Context: an optimization exercise on an open-source flow, tuned for small area. The choices shown serve that exercise and are no tape-out recipe.
Only simulation tests tie the RTL to the original design; equivalence was not proved.
The clock port is modelled as an ideal driver; clocking choices that lean on that would not hold on a real chip.
Power figures rest on the tool's default switching activity, not on a simulated workload.

## run A
==> flow/design.v <==
package sha1_stream_pkg;
  localparam int IN_BYTES  = 4;
  localparam int OUT_BYTES = 64;
  localparam int WORDS     = OUT_BYTES / IN_BYTES;
  localparam int IDX_W     = $clog2(WORDS);
  localparam int IN_W      = 8 * IN_BYTES;
  localparam int OUT_W     = 8 * OUT_BYTES;
endpackage
module sha1_beat_slot
(
  input  logic          clk,
  input  logic          reset,
  input  logic          i_load,
  input  logic [511:0]  i_data,
  input  logic [3:0]    i_lane,     
  input  logic [3:0]    i_lkeep,    
  input  logic          i_last,
  input  logic          i_ready,
  output logic          o_valid,
  output logic [511:0]  o_data,
  output logic [63:0]   o_keep,
  output logic          o_last
);
  logic         r_valid;
  logic [511:0] r_data;
  logic [3:0]   r_lane;
  logic [3:0]   r_lkeep;
  logic         r_last;
  always_ff @(posedge clk or posedge reset) begin
    if (reset)            r_valid <= 1'b0;
    else if (i_load)      r_valid <= 1'b1;
    else if (i_ready)     r_valid <= 1'b0;
  end
  logic w_hold;
  assign w_hold = !(i_load || (r_valid && i_ready));
  always_ff @(posedge clk) begin
    r_data <= (r_data & {512{w_hold}}) | (i_data & {512{i_load}});
    if (i_load) begin
      r_lane  <= i_lane;
      r_lkeep <= i_lkeep;
      r_last  <= i_last;
    end
  end
  always_comb begin
    for (int j = 0; j < 16; j++) begin
      for (int b = 0; b < 4; b++) begin
        o_keep[4*j+b] = (j < r_lane) || ((j == r_lane) && r_lkeep[b]);
      end
    end
  end
  assign o_valid = r_valid;
  assign o_data  = r_data;
  assign o_last  = r_last;
endmodule
module sha1_stream_packer
(
  input  logic                 clk,
  input  logic                 reset,
  output logic                 o_tready_in,
  input  logic                 i_tvalid_in,
  input  logic [sha1_stream_pkg::IN_W-1:0]      i_tdata_in,
  input  logic [sha1_stream_pkg::IN_BYTES-1:0]  i_tkeep_in,
  input  logic                 i_tlast_in,
  input  logic                 i_tready_out,
  output logic                 o_tvalid_out,
  output logic [sha1_stream_pkg::OUT_W-1:0]     o_tdata_out,
  output logic [sha1_stream_pkg::OUT_BYTES-1:0] o_tkeep_out,
  output logic                 o_tlast_out
);
  logic [3:0]   r_idx;
  logic         r_done;
  logic         r_clean;       
  logic [511:0] r_data;
  logic [3:0]   r_lkeep;       
  logic         r_last;        
  logic         w_slot_valid, w_slot_free, w_xfer, w_accept, w_tready_in;
  logic [3:0]   w_base_idx;
  logic [3:0]   w_wkeep;
  assign w_slot_free = !w_slot_valid || i_tready_out;
  assign w_xfer      = r_done && w_slot_free;
  assign w_tready_in = !reset && (!r_done || w_slot_free);
  assign w_accept    = i_tvalid_in && w_tready_in;
  assign w_base_idx  = w_xfer ? 4'd0 : r_idx;
  assign w_wkeep     = i_tlast_in ? i_tkeep_in : 4'hF;
  logic w_clr;
  assign w_clr = w_xfer || !r_clean;
  logic [15:0] w_we;
  logic [63:0] w_take;
  always_comb begin
    for (int k = 0; k < 16; k++) begin
      w_we[k] = w_accept && (w_base_idx == k);
      for (int b = 0; b < 4; b++) w_take[4*k+b] = w_we[k] && w_wkeep[b];
    end
  end
  always_ff @(posedge clk) begin
    for (int k = 0; k < 16; k++)
      for (int b = 0; b < 4; b++)
        r_data[32*k+8*b +: 8] <= (r_data[32*k+8*b +: 8] & {8{(k == 0) ? !(w_we[0] || w_clr) : !w_clr}})
                               | (i_tdata_in[8*b +: 8] & {8{w_take[4*k+b]}});
    if (w_accept) begin
      r_lkeep <= w_wkeep;
      r_last  <= i_tlast_in;
    end
  end
  always_ff @(posedge clk or posedge reset) begin
    if (reset) begin
      r_idx   <= 4'd0;
      r_done  <= 1'b0;
      r_clean <= 1'b0;
    end else begin
      r_clean <= 1'b1;
      if (w_accept) begin
        r_idx  <= w_base_idx + 4'd1;
        r_done <= i_tlast_in || (w_base_idx == 4'd15);
      end else begin
        r_idx  <= w_base_idx;
        r_done <= r_done && !w_xfer;
      end
    end
  end
  sha1_beat_slot u_slot (
    .clk     (clk),
    .reset   (reset),
    .i_load  (w_xfer),
    .i_data  (r_data),
    .i_lane  (r_idx - 4'd1),
    .i_lkeep (r_lkeep),
    .i_last  (r_last),
    .i_ready (i_tready_out),
    .o_valid (w_slot_valid),
    .o_data  (o_tdata_out),
    .o_keep  (o_tkeep_out),
    .o_last  (o_tlast_out)
  );
  assign o_tready_in  = w_tready_in;
  assign o_tvalid_out = w_slot_valid;
endmodule
clock: 5.0 ns
lec_check: 0
cap_margin: 20
core_margin: 2
core_utilization: 60
gpl_timing_driven: 0
slew_margin: 20
buffer_ports_args: -buffer_cell sky130_fd_sc_hd__buf_1
cts_args: -sink_clustering_enable -repair_clock_nets -dont_use_dummy_load -buf_list {sky130_fd_sc_hd__clkbuf_16} -root_buf sky130_fd_sc_hd__clkbuf_16 -sink_clustering_size 32 -sink_clustering_max_diameter 90
pre_global_place_tcl: /design/flow/flow/pre_gpl.tcl
standard.sh (not shown) runs the stock make flow with config.mk's settings and CLKGATE_MAP_FILE= SYNTH_SCRIPT=/design/flow/synth_recipe.tcl, a recipe that flattens the netlist after the stock synthesis.
==> flow/flow/run.sh <==
#!/bin/bash
# Standard layout, with the port buffers made from the smallest buffer and a leaner clock tree.
set -euo pipefail
cat >> config.mk <<'EOC'
export BUFFER_PORTS_ARGS = -buffer_cell sky130_fd_sc_hd__buf_1
export CTS_ARGS = -sink_clustering_enable -repair_clock_nets -dont_use_dummy_load -buf_list {sky130_fd_sc_hd__clkbuf_16} -root_buf sky130_fd_sc_hd__clkbuf_16 -sink_clustering_size 32 -sink_clustering_max_diameter 90
EOC
echo "export PRE_GLOBAL_PLACE_TCL = $PWD/flow/pre_gpl.tcl" >> config.mk
bash standard.sh > flow_make.log 2>&1
==> flow/flow/pre_gpl.tcl <==
# Before global placement: drop the buffers synthesis inserted (as timing-driven placement
# would), so repair_design rebuilds only the buffering the layout needs.
remove_buffers
### run A -> run B
Settings: PRE_RESIZE_TCL newly set to /design/flow/flow/small_bufs.tcl; GPL_TIMING_DRIVEN removed (was 0); PRE_GLOBAL_ROUTE_TCL newly set to /design/flow/flow/small_bufs.tcl; POST_FLOORPLAN_TCL newly set to /design/flow/flow/downsize.tcl; PRE_CTS_TCL newly set to /design/flow/flow/small_bufs.tcl; PRE_GLOBAL_PLACE_TCL changed from /design/flow/flow/pre_gpl.tcl to /design/flow/flow/small_bufs.tcl.
--- a/flow/flow/run.sh
+++ b/flow/flow/run.sh
@@ -6,4 +6,8 @@
 export CTS_ARGS = -sink_clustering_enable -repair_clock_nets -dont_use_dummy_load -buf_list {sky130_fd_sc_hd__clkbuf_16} -root_buf sky130_fd_sc_hd__clkbuf_16 -sink_clustering_size 32 -sink_clustering_max_diameter 90
 EOC
-echo "export PRE_GLOBAL_PLACE_TCL = $PWD/flow/pre_gpl.tcl" >> config.mk
+echo "export PRE_GLOBAL_PLACE_TCL = $PWD/flow/small_bufs.tcl" >> config.mk
+echo "export PRE_RESIZE_TCL = $PWD/flow/small_bufs.tcl" >> config.mk
+echo "export PRE_CTS_TCL = $PWD/flow/small_bufs.tcl" >> config.mk
+echo "export PRE_GLOBAL_ROUTE_TCL = $PWD/flow/small_bufs.tcl" >> config.mk
+echo "export POST_FLOORPLAN_TCL = $PWD/flow/downsize.tcl" >> config.mk
 bash standard.sh > flow_make.log 2>&1
==> flow/flow/downsize.tcl (new file) <==
# After floorplan: put every combinational gate synthesis sized up back at its smallest drive;
# the later repair steps buffer any net that then needs it.
set n 0
foreach inst [get_cells *] {
  set master [get_property [get_lib_cells -of_objects $inst] name]
  if { [regexp {^sky130_fd_sc_hd__([a-z0-9]+)_([0-9]+)$} $master -> base drive] } {
    if { $drive > 1 && ![regexp {^(df|edf|sdf|dl|clk|buf|conb|tap|fill|decap)} $base] } {
      foreach d {1 0} {
        set lc [get_lib_cells -quiet sky130_fd_sc_hd__${base}_$d]
        if { $lc != "" } {
          replace_cell $inst $lc
          incr n
          break
        }
      }
    }
  }
}
puts "downsize: replaced $n cells"
==> flow/flow/small_bufs.tcl (new file) <==
# Keep repair to small buffers: high-fanout nets get trees of buf_2/buf_4 instead of buf_12/16.
set_dont_use {sky130_fd_sc_hd__buf_6 sky130_fd_sc_hd__buf_8 sky130_fd_sc_hd__buf_12 sky130_fd_sc_hd__buf_16 sky130_fd_sc_hd__bufbuf_8 sky130_fd_sc_hd__bufbuf_16 sky130_fd_sc_hd__bufinv_8 sky130_fd_sc_hd__bufinv_16}
removed: flow/flow/pre_gpl.tcl
[summary]
Met3 wire length (lower): run A. Post-placement setup slack ended up 0.17 ns lower on run B than on run A. Minimum hold slack for run B is higher than for run A. Setup WNS run A -> run B: better. Going from run A to run B, slew at the pin closest to its max-slew limit grows by 0.13 ns. Run B contains more vias than run A.
For run C, these inputs were changed with respect to run B:
Settings: changing CORE_UTILIZATION from 60 to 75; removing PRE_GLOBAL_ROUTE_TCL (formerly /design/flow/flow/small_bufs.tcl); removing PRE_GLOBAL_PLACE_TCL (formerly /design/flow/flow/small_bufs.tcl); removing PRE_RESIZE_TCL (formerly /design/flow/flow/small_bufs.tcl); removing POST_FLOORPLAN_TCL (formerly /design/flow/flow/downsize.tcl); removing PRE_CTS_TCL (formerly /design/flow/flow/small_bufs.tcl).
==> flow/flow/run.sh <==
#!/bin/bash
# Standard layout, with the port buffers made from the smallest buffer and a leaner clock tree.
set -euo pipefail
cat >> config.mk <<'EOC'
export BUFFER_PORTS_ARGS = -buffer_cell sky130_fd_sc_hd__buf_1
export CTS_ARGS = -sink_clustering_enable -repair_clock_nets -dont_use_dummy_load -buf_list {sky130_fd_sc_hd__clkbuf_16} -root_buf sky130_fd_sc_hd__clkbuf_16 -sink_clustering_size 32 -sink_clustering_max_diameter 90
EOC
bash standard.sh > flow_make.log 2>&1
removed: flow/flow/downsize.tcl
removed: flow/flow/small_bufs.tcl
Findings:
- The final layouts of run C and run B pass the timing, design-rule and antenna checks.
- Run B → run C: die footprint dropped 20%; initial core utilization climbed 15 points; hold slack dropped 0.041 ns; share of the final layout cell area in sequential cells barely changed; wire length dropped 2400 um.
- On post-synthesis to final-layout area growth, run C and run B are neck and neck.
#### Input delta (run D over run C)
Settings: swapping 75 for 60 in CORE_UTILIZATION.
==> comparison <==
Diff run C..run D | fraction of cell area in non-clock buffers | negligible. In the metrics for run D and run C, the one carrying the higher utilization is run C. Taking run C as the reference, in run D area added between synthesis and finish now larger, wire length of the first global-routing pass down 680 um, minimum clock period +0.0075 ns, via count of the routed design shrank by 916, total power closely matched the old numbers. The static leakage power was comparable across run D and run C. Looking at last element of the critical path, the o_tkeep_out[60] result is from run D; the o_tkeep_out[61] one comes from run C. Delta(remaining max-slew budget at the tightest pin, run D - run C) < 0. Relative to run C, worst-case vdd ir drop has gone down in run D.

-- afterwards: timing with drivers on the ports --
The flow's constraints put no driver on any port. The routed layouts listed below were extracted and timed again, unchanged, in two steps. Step 1 assumes that a clkbuf_16 drives the clock port and a buf_2 every other input. Step 2 also shifts input and output timing later by t, the mid clock arrival at the registers, as if the neighbouring blocks saw the same clock. a / b / c = no drivers / after step 1 / after step 2; a / b = the first two.
| run | t (ns) | slack for setup (ns) | clock arrival spread, ns | pins driven straight from the clock port |
|---|---|---|---|---|
| run A | 0.663 | 1.162 / 1.097 / 1.453 | 0.048 / 0.048 | 1 |
| run B | 0.663 | 1.172 / 1.109 / 1.342 | 0.037 / 0.037 | 1 |
| run C | 0.661 | 1.249 / 1.186 / 1.343 | 0.043 / 0.043 | 1 |
| run D | 0.653 | 1.241 / 1.176 / 1.584 | 0.042 / 0.041 | 1 |
After both steps setup and hold are still met in every run listed.
